This is an optimization exercise on Yosys and OpenROAD, whose aim is small area, not a production implementation.
Function was checked by simulation only, so behaviour that the tests miss may differ from the original.
Power is estimated from default activity; no workload was simulated. No driver is modelled on the clock port, so clocking that relies on it looks cheaper here than on a real chip.

Setup of run a:
==> flow/design.v (excerpt) <==
module imem_loadable #(
  parameter int ADDR_W     = 8,
  parameter int INST_BYTES = 4
) (
  input  logic                      clk,
  input  logic                      rst,
  input  logic [ADDR_W-1:0]         pc,
  input  logic                      fetch_req,
  input  logic                      stall,
  input  logic                      load_en,
  input  logic [ADDR_W-1:0]         load_addr,
  input  logic [7:0]                load_data,
  output logic                      ready,
  output logic [8*INST_BYTES-1:0]   inst,
  output logic                      inst_valid,
  output logic                      misaligned
);
Size: roughly 6,300 cells after synthesis, about 2,100 flip-flops, about 74,000 µm² of cells after synthesis.
==> module imem_row_ctl, before the edit <==
module imem_row_ctl (
  input  logic pa, pb, pa_n, pb_n,
  output logic hold, wr
);
  assign hold = ~(pa & pb);
  assign wr   = ~(pa_n | pb_n);
endmodule
==> module imem_loadable, before the edit <==
module imem_loadable #(
  parameter int ADDR_W     = 8,
  parameter int INST_BYTES = 4
) (
  input  logic                      clk,
  input  logic                      rst,
  input  logic [ADDR_W-1:0]         pc,
  input  logic                      fetch_req,
  input  logic                      stall,
  input  logic                      load_en,
  input  logic [ADDR_W-1:0]         load_addr,
  input  logic [7:0]                load_data,
  output logic                      ready,
  output logic [8*INST_BYTES-1:0]   inst,
  output logic                      inst_valid,
  output logic                      misaligned
);
  localparam int DEPTH = 1 << ADDR_W;
  localparam int IW    = 8 * INST_BYTES;
  localparam int BW    = (INST_BYTES > 4) ? 3 : (INST_BYTES > 2) ? 2 : (INST_BYTES > 1) ? 1 : 0;
  localparam int ROWS  = DEPTH / INST_BYTES;
  localparam int RW    = ADDR_W - BW;
  logic [ADDR_W-1:0]  clr_ptr_r;
  logic [8*DEPTH-1:0] mem_q;
  logic [8*DEPTH-1:0] mem_d;
  localparam int LW = ADDR_W / 2;
  localparam int HW = ADDR_W - LW;
  logic [DEPTH-1:0]   wr_s;
  logic [DEPTH-1:0]   hold_s;
  logic [7:0]         wd_s;
  logic [(1<<LW)-1:0] pa, pa_n;
  logic [(1<<HW)-1:0] pb, pb_n;
  assign wd_s = load_data & {8{ready}};
  always_comb begin
    for (int i = 0; i < (1 << LW); i++)
      pa[i] = ~ready | (load_en & (load_addr[LW-1:0] == LW'(i)));
    for (int j = 0; j < (1 << HW); j++)
      pb[j] = ~ready | (load_addr[ADDR_W-1:LW] == HW'(j));
  end
  assign pa_n = ~pa;
  assign pb_n = ~pb;
  for (genvar a = 0; a < DEPTH; a++) begin : g_row
    imem_row_ctl u_ctl (
      .pa(pa[a % (1 << LW)]), .pb(pb[a / (1 << LW)]),
      .pa_n(pa_n[a % (1 << LW)]), .pb_n(pb_n[a / (1 << LW)]),
      .hold(hold_s[a]), .wr(wr_s[a])
    );
  end
  for (genvar a = 0; a < 8 * DEPTH; a++) begin : g_bit
    imem_bit_next u_next (
      .q(mem_q[a]), .hold(hold_s[a/8]), .wd(wd_s[a%8]), .wr(wr_s[a/8]),
      .d(mem_d[a])
    );
  end
  always_ff @(posedge clk) mem_q <= mem_d;
  logic [RW-1:0] row0, row1;
  logic [BW-1:0] off;
  logic [8*INST_BYTES-1:0] bank_s;
  assign row0 = pc[ADDR_W-1:BW];
  assign row1 = row0 + RW'(1);
  assign off  = pc[BW-1:0];
  for (genvar b = 0; b < INST_BYTES; b++) begin : g_bank
    logic [RW-1:0]   r;
    logic [ROWS-1:0] sel;
    assign r = (BW'(b) < off) ? row1 : row0;
    localparam int SL = RW / 2;
    localparam int SH = RW - SL;
    logic [(1<<SL)-1:0] sa_n;
    logic [(1<<SH)-1:0] sb_n;
    always_comb begin
      for (int i = 0; i < (1 << SL); i++)
        sa_n[i] = rst | (r[SL-1:0] != SL'(i));
      for (int j = 0; j < (1 << SH); j++)
        sb_n[j] = (r[RW-1:SL] != SH'(j));
    end
    for (genvar j = 0; j < ROWS; j++) begin : g_sel
      imem_row_sel u_sel (
        .pa_n(sa_n[j % (1 << SL)]), .pb_n(sb_n[j / (1 << SL)]), .sel(sel[j])
      );
    end
    for (genvar i = 0; i < 8; i++) begin : g_col
      logic [ROWS-1:0] data;
      for (genvar j = 0; j < ROWS; j++) begin : g_row
        assign data[j] = mem_q[8*(j*INST_BYTES+b) + i];
      end
      imem_col_read #(.ROWS(ROWS)) u_read (
        .data(data), .sel(sel), .q(bank_s[8*b + i])
      );
    end
  end
  logic [IW-1:0] rd_word_s;
  for (genvar k = 0; k < INST_BYTES; k++) begin : g_rot
    logic [INST_BYTES-1:0] rs;
    always_comb begin
      for (int b = 0; b < INST_BYTES; b++)
        rs[b] = (BW'(32'(off) + k) == BW'(b));
    end
    for (genvar i = 0; i < 8; i++) begin : g_bit
      logic [INST_BYTES-1:0] a;
      for (genvar b = 0; b < INST_BYTES; b++) begin : g_b
        assign a[b] = bank_s[8*b + i];
      end
      imem_rot4 u_rot (.a(a), .s(rs), .y(rd_word_s[IW-1-8*k-7+i]));
    end
  end
  logic          inst_upd;
  logic [IW-1:0] inst_d;
  assign inst_upd = rst | (ready & ~stall & fetch_req);
  for (genvar i = 0; i < IW; i++) begin : g_inst
    imem_bit_next u_next (
      .q(inst[i]), .hold(~inst_upd), .wd(rd_word_s[i]), .wr(inst_upd),
      .d(inst_d[i])
    );
  end
  always_ff @(posedge clk) inst <= inst_d;
  always_ff @(posedge clk) begin
    if (rst) begin
      clr_ptr_r  <= {ADDR_W{1'b0}};
      ready      <= 1'b0;
      inst_valid <= 1'b0;
      misaligned <= 1'b0;
    end else if (!ready) begin
      clr_ptr_r <= clr_ptr_r + ADDR_W'(1);
      if (clr_ptr_r == {ADDR_W{1'b1}}) ready <= 1'b1;
    end else if (!stall) begin
      inst_valid <= fetch_req;
      misaligned <= fetch_req & (off != {BW{1'b0}});
    end
  end
endmodule
==> flow/config.mk <==
export PLATFORM = sky130hd
export DESIGN_NAME = imem_loadable
export DESIGN_NICKNAME = imem_loadable
export VERILOG_FILES = /design/flow/design.v
export SDC_FILE = /design/flow/constraint.sdc
export NUM_CORES = 4
export LEC_CHECK = 0
export CAP_MARGIN = 20
export CORE_MARGIN = 2
export CORE_UTILIZATION = 65
export CTS_BUF_LIST = sky130_fd_sc_hd__clkbuf_8 sky130_fd_sc_hd__clkbuf_16
export CTS_CLUSTER_DIAMETER = 80
export CTS_CLUSTER_SIZE = 30
export SLEW_MARGIN = 20
export SYNTH_HIERARCHICAL = 1
==> flow/constraint.sdc <==
create_clock -name core_clock -period 10.0 [get_ports {clk}]
set_input_delay 2.0000 -clock core_clock [delete_from_list [all_inputs] [get_ports {clk}]]
set_output_delay 2.0000 -clock core_clock [all_outputs]
set_load 0.01 [all_outputs]
standard.sh (not shown) runs the stock make flow with config.mk's settings and CLKGATE_MAP_FILE= SYNTH_SCRIPT=/design/flow/synth_recipe.tcl, a recipe that flattens the netlist after the stock synthesis.
==> flow/flow/run.sh <==
#!/bin/bash
# The standard layout, with two changes: ports are buffered with the
# smallest buffer, and clock tree synthesis inserts no dummy loads.
set -euo pipefail
bash standard.sh \
  "BUFFER_PORTS_ARGS=-buffer_cell sky130_fd_sc_hd__buf_1" \
  "CTS_ARGS=-sink_clustering_enable -repair_clock_nets -sink_clustering_size 30 -sink_clustering_max_diameter 80 -buf_list {sky130_fd_sc_hd__clkbuf_8 sky130_fd_sc_hd__clkbuf_16} -dont_use_dummy_load" \
  finish > orfs_make.log 2>&1
For run b, these inputs were changed with respect to run a:
--- a/flow/design.v
+++ b/flow/design.v
@@ -34,16 +34,22 @@
   for (genvar l = 0; l < NL; l++) begin : g_left
     assign t_n[NG+l] = ~(data[3*NG+l] & sel[3*NG+l]);
   end
   assign q = ~&t_n;
 endmodule
+module imem_inv (
+  input  logic a,
+  output logic y
+);
+  assign y = ~a;
+endmodule
 module imem_row_ctl (
-  input  logic pa, pb, pa_n, pb_n,
+  input  logic pa, pb,
   output logic hold, wr
 );
   assign hold = ~(pa & pb);
-  assign wr   = ~(pa_n | pb_n);
+  imem_inv u_inv (.a(hold), .y(wr));
 endmodule
 module imem_row_sel (
   input  logic pa_n, pb_n,
   output logic sel
 );
@@ -84,25 +90,22 @@
   localparam int LW = ADDR_W / 2;
   localparam int HW = ADDR_W - LW;
   logic [DEPTH-1:0]   wr_s;
   logic [DEPTH-1:0]   hold_s;
   logic [7:0]         wd_s;
-  logic [(1<<LW)-1:0] pa, pa_n;
-  logic [(1<<HW)-1:0] pb, pb_n;
+  logic [(1<<LW)-1:0] pa;
+  logic [(1<<HW)-1:0] pb;
   assign wd_s = load_data & {8{ready}};
   always_comb begin
     for (int i = 0; i < (1 << LW); i++)
       pa[i] = ~ready | (load_en & (load_addr[LW-1:0] == LW'(i)));
     for (int j = 0; j < (1 << HW); j++)
       pb[j] = ~ready | (load_addr[ADDR_W-1:LW] == HW'(j));
   end
-  assign pa_n = ~pa;
-  assign pb_n = ~pb;
   for (genvar a = 0; a < DEPTH; a++) begin : g_row
     imem_row_ctl u_ctl (
       .pa(pa[a % (1 << LW)]), .pb(pb[a / (1 << LW)]),
-      .pa_n(pa_n[a % (1 << LW)]), .pb_n(pb_n[a / (1 << LW)]),
       .hold(hold_s[a]), .wr(wr_s[a])
     );
   end
   for (genvar a = 0; a < 8 * DEPTH; a++) begin : g_bit
     imem_bit_next u_next (
[summary]
Run b was carried through to the last stage, and its layout satisfied the timing, DRC and antenna checks. In terms of synthesized area, run b and run a differ only marginally. Of the two values seen for worst setup path startpoint, pc[1] was produced by run a and pc[0] by run b. Looking at slowest library cell on the worst path, the sky130_fd_sc_hd__buf_1 result is from run a; the sky130_fd_sc_hd__a211oi_1 one comes from run b. Delta (run b minus run a): internal power summed over all cells ~0 delta; final count of negative-setup-slack endpoints ~0 delta; reported sequential group power ~0 delta; final routed DRC violation total ~0 delta. Going from run a to run b, net switching power shrank slightly. Comparing run a with run b, the total die area came out essentially unchanged. Between run b and run a, the power does not differ in any meaningful way. Diff run a and run b: post-synthesis to final-layout area growth higher in run a. [compare] base=run a new=run b: total clock buffers created by CTS shows a reduction of 1.2%; non-clock buffer count now sits lower; global routing usage summed across all routing layers -3.3 points; final area went down by about 0.33%; setup slack increased by 0.27 ns relative to the old numbers.

[static timing again, ports no longer ideal]
Ports are ideal in the flow. The routed layouts listed here were re-timed in OpenROAD.
Step 1 assumes that a clkbuf_16 drives the clock port and a buf_2 every other input.
Step 2 times the ports against the registers' clock, not the clock port: input delays grow and output delays shrink by t, the midpoint of the rising clock arrivals with the driver on.
Three values: ideal ports, drivers, drivers and shift; two values: the first two.
run | shift t [ns] | setup slack, ns | worst register clock-pin slew, ns | pins driven straight from the clock port
run a | 0.776 | 3.300 / 3.210 / 2.433 | 0.12 / 0.12 | 1
run b | 0.785 | 3.568 / 3.505 / 2.720 | 0.12 / 0.12 | 1
After both steps setup and hold are still met in every run listed. The setup slack of run a, which loses most, moves by -0.090 ns with the drivers and by -0.867 ns with both steps.
